This is an optimization exercise on Yosys and OpenROAD, whose aim is small area, a short achievable clock period and few clock cycles, not a production implementation.
Function was checked by simulation only, so behaviour that the tests miss may differ from the original.
Power is estimated from default activity; no workload was simulated.

==> 08-01: inputs <==
Design core, start of the top module:
module core #(
	parameter logic [core_pkg::xlen-1:0] RESET_PC = core_pkg::default_reset_pc
) (
	input  logic clk,
	input  logic reset,
	output logic ireq_valid,
	output logic [core_pkg::xlen-1:0] ireq_addr,
	input  logic iresp_data_ok,
	input  logic [core_pkg::ilen-1:0] iresp_data,
	output logic commit_valid,
	output logic [core_pkg::xlen-1:0] commit_pc,
	output logic [core_pkg::ilen-1:0] commit_instr,
	output logic commit_wen,
	output logic [core_pkg::reg_addr_w-1:0] commit_wdest,
	output logic [core_pkg::xlen-1:0] commit_wdata
);
	logic [core_pkg::xlen-3:0] pc;
	logic stall;
	logic f_valid;
	logic [core_pkg::ilen-1:0] f_instr;
	logic f_wen;
	logic [31:1] f_sel1, f_sel2;
	logic f_bp1, f_bp2, f_imm;
	logic f_m1a, f_m1b, f_m2a, f_m2b, f_stall;
	logic d_valid;
	logic [core_pkg::ilen-1:0] d_instr;
	logic d_wen;
	logic d_sub, d_sel_sum, d_sel_and, d_sel_or, d_sel_xor, d_sel_slt;
	logic d_m1a, d_m1b;
	logic [core_pkg::xlen-1:0] d_a;
	logic [core_pkg::xlen-1:0] d_b;
	logic x_valid;
	logic x_wen;
	logic [core_pkg::ilen-1:0] x_instr;
	logic [core_pkg::xlen/2-1:0] x1_res;
	logic [31:1] rf_valid;
	logic [core_pkg::xlen-1:0] rf_rdata1;
	logic [core_pkg::xlen-1:0] rf_rdata2;
	logic [core_pkg::xlen-1:0] result;
	fetch_stage #(.RESET_PC(RESET_PC)) fetch_stage_i (
		.clk, .reset,
		.ireq_valid, .ireq_addr, .iresp_data_ok, .iresp_data, .pc,
		.stall, .rf_valid,
		.c_wen(commit_wen), .c_rd(commit_wdest),
		.x_wen, .x_rd(x_instr[11:7]),
		.d_wen, .d_rd(d_instr[11:7]),
		.f_valid, .f_instr, .f_wen, .f_sel1, .f_sel2, .f_bp1, .f_bp2, .f_imm,
		.f_m1a, .f_m1b, .f_m2a, .f_m2b, .f_stall
	);
	decode decode_i (
		.clk, .reset,
		.f_valid, .f_instr, .f_wen, .f_imm, .f_m1a, .f_m1b, .f_m2a, .f_m2b, .f_stall, .stall,
		.rf_rdata1, .rf_rdata2, .x1_res, .x2_res(result),
		.d_valid, .d_instr, .d_wen,
		.d_sub, .d_sel_sum, .d_sel_and, .d_sel_or, .d_sel_xor, .d_sel_slt,
		.d_m1a, .d_m1b, .d_a, .d_b
	);
	regfile regfile_i (
		.clk, .reset,
		.sel1(f_sel1), .sel2(f_sel2), .bp1(f_bp1), .bp2(f_bp2),
		.rdata1(rf_rdata1), .rdata2(rf_rdata2), .valid(rf_valid),
		.wen(commit_wen), .waddr(commit_wdest), .wdata(commit_wdata)
	);
	execute execute_i (
		.clk, .reset,
  ...
==> module addc, before the edit <==
module addc #(
	parameter int W = 32
) (
	input  logic [W-1:0] a,
	input  logic [W-1:0] b,
	input  logic cin,
	output logic [W-1:0] s,
	output logic cout
);
	localparam int L = W > 32 ? 6 : W > 16 ? 5 : W > 8 ? 4 : W > 4 ? 3 : W > 2 ? 2 : 1;
	logic [W-1:0] p0;
	logic [W-1:0] g [0:L];
	logic [W-1:0] p [0:L];
	logic [W:0] c;
	assign p0 = a ^ b;
	assign p[0] = p0;
	assign g[0] = a & b;
	for (genvar l = 0; l < L; l++) begin : lvl
		for (genvar i = 0; i < W; i++) begin : bitp
			if (i >= (1 << l)) begin : comb
				assign g[l+1][i] = g[l][i] | (p[l][i] & g[l][i-(1<<l)]);
				assign p[l+1][i] = p[l][i] & p[l][i-(1<<l)];
			end else begin : pass
				assign g[l+1][i] = g[l][i];
				assign p[l+1][i] = p[l][i];
			end
		end
	end
	assign c = {g[L] | (p[L] & {W{cin}}), cin};
	assign s = p0 ^ c[W-1:0];
	assign cout = c[W];
endmodule
export LEC_CHECK = 0
export CAP_MARGIN = 20
export CORE_MARGIN = 2
export CORE_UTILIZATION = 55
export CTS_CLUSTER_DIAMETER = 70
export CTS_CLUSTER_SIZE = 22
export SETUP_SLACK_MARGIN = 2.4
export SLEW_MARGIN = 20
create_clock -name core_clock -period 5.5 [get_ports {clk}]
run.sh (not shown) runs the stock make flow with config.mk's settings and CLKGATE_MAP_FILE= SYNTH_SCRIPT=/design/flow/synth_recipe.tcl, a recipe that flattens the netlist after the stock synthesis.
==> inputs of 04-12, as changes to 08-01 <==
--- a/flow/design.v
+++ b/flow/design.v
@@ -359,10 +359,9 @@
 	logic [W-1:0] p0;
 	logic [W-1:0] g [0:L];
 	logic [W-1:0] p [0:L];
-	logic [W:0] c;
 	assign p0 = a ^ b;
 	assign p[0] = p0;
-	assign g[0] = a & b;
+	assign g[0] = {a[W-1:1] & b[W-1:1], (a[0] & b[0]) | (p0[0] & cin)};
 	for (genvar l = 0; l < L; l++) begin : lvl
 		for (genvar i = 0; i < W; i++) begin : bitp
 			if (i >= (1 << l)) begin : comb
@@ -374,9 +373,8 @@
 			end
 		end
 	end
-	assign c = {g[L] | (p[L] & {W{cin}}), cin};
-	assign s = p0 ^ c[W-1:0];
-	assign cout = c[W];
+	assign s = p0 ^ {g[L][W-2:0], cin};
+	assign cout = g[L][W-1];
 endmodule
 module writeback #(
 	parameter logic [core_pkg::xlen-1:0] RESET_PC = core_pkg::default_reset_pc
- CORE_UTILIZATION: 55 -> 40
==> summary of the runs <==
First-iteration DRC count is about the same in 08-01 and 04-12. Flip-flop and latch count is the same in 04-12 and 08-01. Via count: 08-01 is smaller than 04-12 (1.1%). Hold slack is about the same in 08-01 and 04-12. Against 04-12, the power of 08-01 is lower by about 0.5%. Between 08-01 and 04-12, the lower register-to-register slack is in 08-01 (gap 0.06 ns). In 08-01 the non-clock buffer count is lower than in 04-12, by 16. Die area: 04-12 is larger than 08-01 (about 40%). In 04-12 the fmax is higher than in 08-01, by 1.9%. Between 04-12 and 08-01, the lower count of clock-buffer cells in the layout is in 04-12 (gap 5).
Testbench counts of 08-01, summed over its fixed seeds: cycles 43,120.
Testbench counts of 04-12, summed over its fixed seeds: cycles 43,120.

[afterwards: timing with drivers on the ports]
Ports are ideal in the flow. The routed layouts listed here were re-timed in OpenROAD.
Step 1, drivers: a clkbuf_16 drives clk and a buf_2 each remaining input, both assumed.
Step 2, shift: input delay + t, output delay - t, t = (earliest + latest rising clock arrival at the registers) / 2. This alone moves slack from input paths to output paths.
Slacks: ideal ports / drivers / drivers and shift; pairs: ideal ports / drivers.
run	t, ns	setup WS [ns]	hold WS [ns]	worst data-port slew with drivers (ns)	cell pins on the clock port's net
08-01	0.941	2.158 / 2.158 / 1.738	0.322 / 0.322 / 0.322	0.10	1
04-12	0.984	2.220 / 2.220 / 1.794	0.321 / 0.321 / 0.321	0.06	1
After both steps every run listed still meets setup and hold. For 04-12, which loses most, drivers alone change the setup slack by 0.000 ns; drivers and shift together by -0.426 ns.
